Background: an optimization exercise with open tools, aiming at small area and a short achievable clock period. Do not read the settings as production practice.
The RTL was checked by simulation tests, not by an equivalence proof against the original design.
Power figures rest on the tool's default switching activity, not on a simulated workload.

Design video_ctrl_top, start of the top module:
module video_ctrl_top (
    input  logic                           clk,
    input  logic                           reset_n,
    input  logic                           reg_wr,
    input  logic [video_pkg::ADDR_W-1:0]   reg_addr,
    input  logic [video_pkg::DATA_W-1:0]   reg_wdata,
    output logic                           mem_req,
    output logic [video_pkg::ADDR_W-1:0]   mem_addr,
    input  logic                           mem_credit,
    input  logic                           mem_rsp_valid,
    input  logic [video_pkg::DATA_W-1:0]   mem_rsp_data,
    output logic [3:0]                     sync,     
    output logic [23:0]                    rgb       
);
Size: ~2400 cells after synthesis, about 730 flip-flops, roughly 160 I/O pins.
make LEC_CHECK=0 ABC_CLOCK_PERIOD_IN_PS=3000 CAP_MARGIN=20 CORE_MARGIN=2 CORE_UTILIZATION=40 SETUP_SLACK_MARGIN=5 SLEW_MARGIN=20 finish   # period 9.0 ns
run.sh (not shown) runs the stock make flow with config.mk's settings and CLKGATE_MAP_FILE= SYNTH_SCRIPT=/design/flow/synth_recipe.tcl, a recipe that flattens the netlist after the stock synthesis.
The starting point finished with timing, DRC and antenna clean.
Edit:
Settings changed: ABC_CLOCK_PERIOD_IN_PS 3000 to unset.
Result: Clock-buffer cell count stays the same. Area after synthesis does not change. Flip-flop and latch count does not change. Global-route usage is unchanged. Combinational power barely changes. Power stays the same. Clock skew is unchanged. Fmax stays the same.

* * *

== run 1 ==
Another version of the RTL of video_ctrl_top (not shown whole).
Size in the first run: roughly 720 flip-flops, about 160 I/O pins, ~0.033 mm² of cells after synthesis.
## video_ctrl_top
module video_ctrl_top (
    input  logic                           clk,
    input  logic                           reset_n,
    input  logic                           reg_wr,
    input  logic [video_pkg::ADDR_W-1:0]   reg_addr,
    input  logic [video_pkg::DATA_W-1:0]   reg_wdata,
    output logic                           mem_req,
    output logic [video_pkg::ADDR_W-1:0]   mem_addr,
    input  logic                           mem_credit,
    input  logic                           mem_rsp_valid,
    input  logic [video_pkg::DATA_W-1:0]   mem_rsp_data,
    output logic [3:0]                     sync,     
    output logic [23:0]                    rgb       
);
    video_pkg::ctrl_cfg_t          ctrl_cfg;
    video_pkg::axis_cfg_t          h_cfg;
    video_pkg::axis_cfg_t          v_cfg;
    video_pkg::fetch_cfg_t         fetch_cfg;
    logic               pix_tick;
    logic               active;
    logic               fetch_line;
    logic               line_step;
    logic               line_wrap;
    logic               fifo_wr;
    video_pkg::rgb_t               fifo_wdata;
    logic               fifo_pop;              
    video_pkg::rgb_t               fifo_rdata;
    logic               fifo_empty;
    logic               ctrl_wr;
    logic [PCNT_W-1:0]  ctrl_wpcnt;
    video_regs i_video_regs (
        .clk       (clk),
        .reset_n   (reset_n),
        .reg_wr    (reg_wr),
        .reg_addr  (reg_addr),
  ...
clock: 9.0 ns
lec_check: 0
cap_margin: 20
core_margin: 2
core_utilization: 55
setup_slack_margin: 5
slew_margin: 20
standard.sh (not shown) runs the stock make flow with config.mk's settings and CLKGATE_MAP_FILE= SYNTH_SCRIPT=/design/flow/synth_recipe.tcl, a recipe that flattens the netlist after the stock synthesis.
==> flow/flow/run.sh <==
#!/bin/bash
# Standard ORFS layout with fast port buffers and no CTS dummy loads.
set -euo pipefail
bash standard.sh \
  "BUFFER_PORTS_ARGS=-buffer_cell sky130_fd_sc_hd__buf_2" \
  "CTS_ARGS=-sink_clustering_enable -repair_clock_nets -dont_use_dummy_load -sink_clustering_size 24 -sink_clustering_max_diameter 150" \
  "SETUP_SLACK_MARGIN=5.85" \
  finish > standard.log 2>&1
--- input diff run 1..run 2 ---
- CORE_UTILIZATION changed from 55 to 40
diff --git a/flow/flow/run.sh b/flow/flow/run.sh
--- a/flow/flow/run.sh
+++ b/flow/flow/run.sh
@@ -6,3 +6,3 @@
   "CTS_ARGS=-sink_clustering_enable -repair_clock_nets -dont_use_dummy_load -sink_clustering_size 24 -sink_clustering_max_diameter 150" \
-  "SETUP_SLACK_MARGIN=5.85" \
+  "SETUP_SLACK_MARGIN=5.7" \
   finish > standard.log 2>&1
[summary]
As far as total power is concerned, run 1 and run 2 perform about the same. Run 1 → run 2: number of distinct library cells after synthesis now sits at about the same level; design area now sits at about the same level; global-route usage now sits lower; fraction of the core area covered by cells at the end of the flow now sits lower; number of resized instances in the post-cts repair step now sits lower.
> inputs changed (run 2 -> run 3)
==> flow/run.sh (new file) <==
#!/bin/bash
# synth_recipe.tcl (not shown) runs the flow's synth.tcl, then flattens the netlist and writes it again
# the make line also repeats each setting of config.mk as NAME=value (left out here)
make -C /OpenROAD-flow-scripts/flow DESIGN_CONFIG=/design/flow/config.mk WORK_HOME=/design/flow/orfs CLKGATE_MAP_FILE= SYNTH_SCRIPT=/design/flow/synth_recipe.tcl finish
removed: flow/flow/run.sh
removed: flow/standard.sh
==> notes.md <==
Worst-case hold slack (higher): run 2
Going from run 2 to run 3, clock slew seen by the registers of the worst setup and hold paths went down 0.03 ns, power share of the sequential group went down 7.8 points.
Looking only at wire length, and setting everything else aside, the lower value of run 3 and run 2 goes to run 2.
When the final numbers for run 3 and run 2 were put side by side, the number of nets in the finished design turned out to be greater in run 3.
[compare] base=run 2 new=run 3: worst setup slack fell by 0.45 ns; final routed wire length divided by cell count fell by 2.6%; total power rose by about 18%.
Row sequential share of layout area: run 3 lower / run 2 higher
--- input diff run 3..run 4 ---
==> flow/flow/run.sh (new file) <==
#!/bin/bash
# Standard ORFS layout with fast port buffers and no CTS dummy loads.
set -euo pipefail
bash standard.sh \
  "BUFFER_PORTS_ARGS=-buffer_cell sky130_fd_sc_hd__buf_2" \
  "CTS_ARGS=-sink_clustering_enable -repair_clock_nets -dont_use_dummy_load -sink_clustering_size 24 -sink_clustering_max_diameter 150" \
  "SETUP_SLACK_MARGIN=6" \
  finish > standard.log 2>&1
==> flow/standard.sh (new file) <==
#!/bin/bash
# synth_recipe.tcl (not shown) runs the flow's synth.tcl, then flattens the netlist and writes it again
# the make line also repeats each setting of config.mk as NAME=value (left out here)
make -C /OpenROAD-flow-scripts/flow DESIGN_CONFIG=/design/flow/config.mk WORK_HOME=/design/flow/orfs CLKGATE_MAP_FILE= SYNTH_SCRIPT=/design/flow/synth_recipe.tcl "${@:-finish}"
removed: flow/run.sh
--- outcome ---
Going from run 3 to run 4, number of global-route vias before repair went down, worst setup slack went up 0.65 ns. Average wire length per cell after detail routing grows by a few percent when moving from run 3 to run 4. Relative to run 3, the first-iteration DRC count measured on run 4 has decreased by a few percent.

* * *

Starting RTL as in the previous note.
==> flow/config.mk <==
export PLATFORM = sky130hd
export DESIGN_NAME = video_ctrl_top
export DESIGN_NICKNAME = video_ctrl_top
export VERILOG_FILES = /design/flow/design.v
export SDC_FILE = /design/flow/constraint.sdc
export NUM_CORES = 4
export LEC_CHECK = 0
export CAP_MARGIN = 20
export CORE_MARGIN = 2
export CORE_UTILIZATION = 40
export SETUP_SLACK_MARGIN = 5
export SLEW_MARGIN = 20
==> flow/constraint.sdc <==
create_clock -name core_clock -period 9.0 [get_ports {clk}]
set_input_delay 1.8000 -clock core_clock [delete_from_list [all_inputs] [get_ports {clk}]]
set_output_delay 1.8000 -clock core_clock [all_outputs]
set_load 0.01 [all_outputs]
==> flow/flow/run.sh <==
#!/bin/bash
# Standard ORFS layout with fast port buffers and no CTS dummy loads.
set -euo pipefail
bash standard.sh \
  "BUFFER_PORTS_ARGS=-buffer_cell sky130_fd_sc_hd__buf_2" \
  "CTS_ARGS=-sink_clustering_enable -repair_clock_nets -dont_use_dummy_load -sink_clustering_size 20 -sink_clustering_max_diameter 120" \
  "SETUP_SLACK_MARGIN=5.85" \
  finish > standard.log 2>&1
Change:
--- a/flow/flow/run.sh
+++ b/flow/flow/run.sh
@@ -6 +6 @@
-  "CTS_ARGS=-sink_clustering_enable -repair_clock_nets -dont_use_dummy_load -sink_clustering_size 20 -sink_clustering_max_diameter 120" \
+  "CTS_ARGS=-sink_clustering_enable -repair_clock_nets -dont_use_dummy_load -sink_clustering_size 24 -sink_clustering_max_diameter 150" \
Sequential power is about the same.
Routed wire length barely changes.
Global-route usage barely changes.
Worst setup slack loses 0.0098 ns.

[static timing again, ports no longer ideal]
In the flow no input, the clock included, has a driving cell. The finished layouts below were timed again as built, in two steps. Step 1 sets driving cells, clkbuf_16 on the clock port and buf_2 on the other inputs (assumed; they add their load-dependent delay and slew). Step 2 adds t to the input delays and takes it off the output delays; t is the mean of the earliest and latest rising clock arrival at the registers after step 1. Input paths then give back, and output paths get back, about the clock's delay inside the block. a / b / c = ideal ports / drivers / drivers and shift; a / b = the first two.
run | t (ns) | setup WS [ns] | hold slack, ns
the first run of note 1 | 0.696 | 5.196 / 5.196 / 4.567 | 0.466 / 0.466 / 0.466
the second run of note 1 | 0.696 | 5.196 / 5.196 / 4.567 | 0.466 / 0.466 / 0.466
run 1 | 0.620 | 5.891 / 5.898 / 5.310 | 0.437 / 0.437 / 0.437
run 2 | 0.627 | 5.750 / 5.789 / 5.162 | 0.460 / 0.460 / 0.460
run 3 | 0.694 | 5.304 / 5.270 / 4.577 | 0.453 / 0.453 / 0.453
run 4 | 0.620 | 5.955 / 5.921 / 5.423 | 0.468 / 0.468 / 0.468
the first run of note 3 | 0.652 | 5.938 / 5.899 / 5.335 | 0.457 / 0.457 / 0.457
the second run of note 3 | 0.625 | 5.929 / 5.905 / 5.342 | 0.460 / 0.460 / 0.460
After both steps setup and hold are still met in every run listed. The setup slack of run 3, which loses most, moves by -0.034 ns with the drivers and by -0.727 ns with both steps.
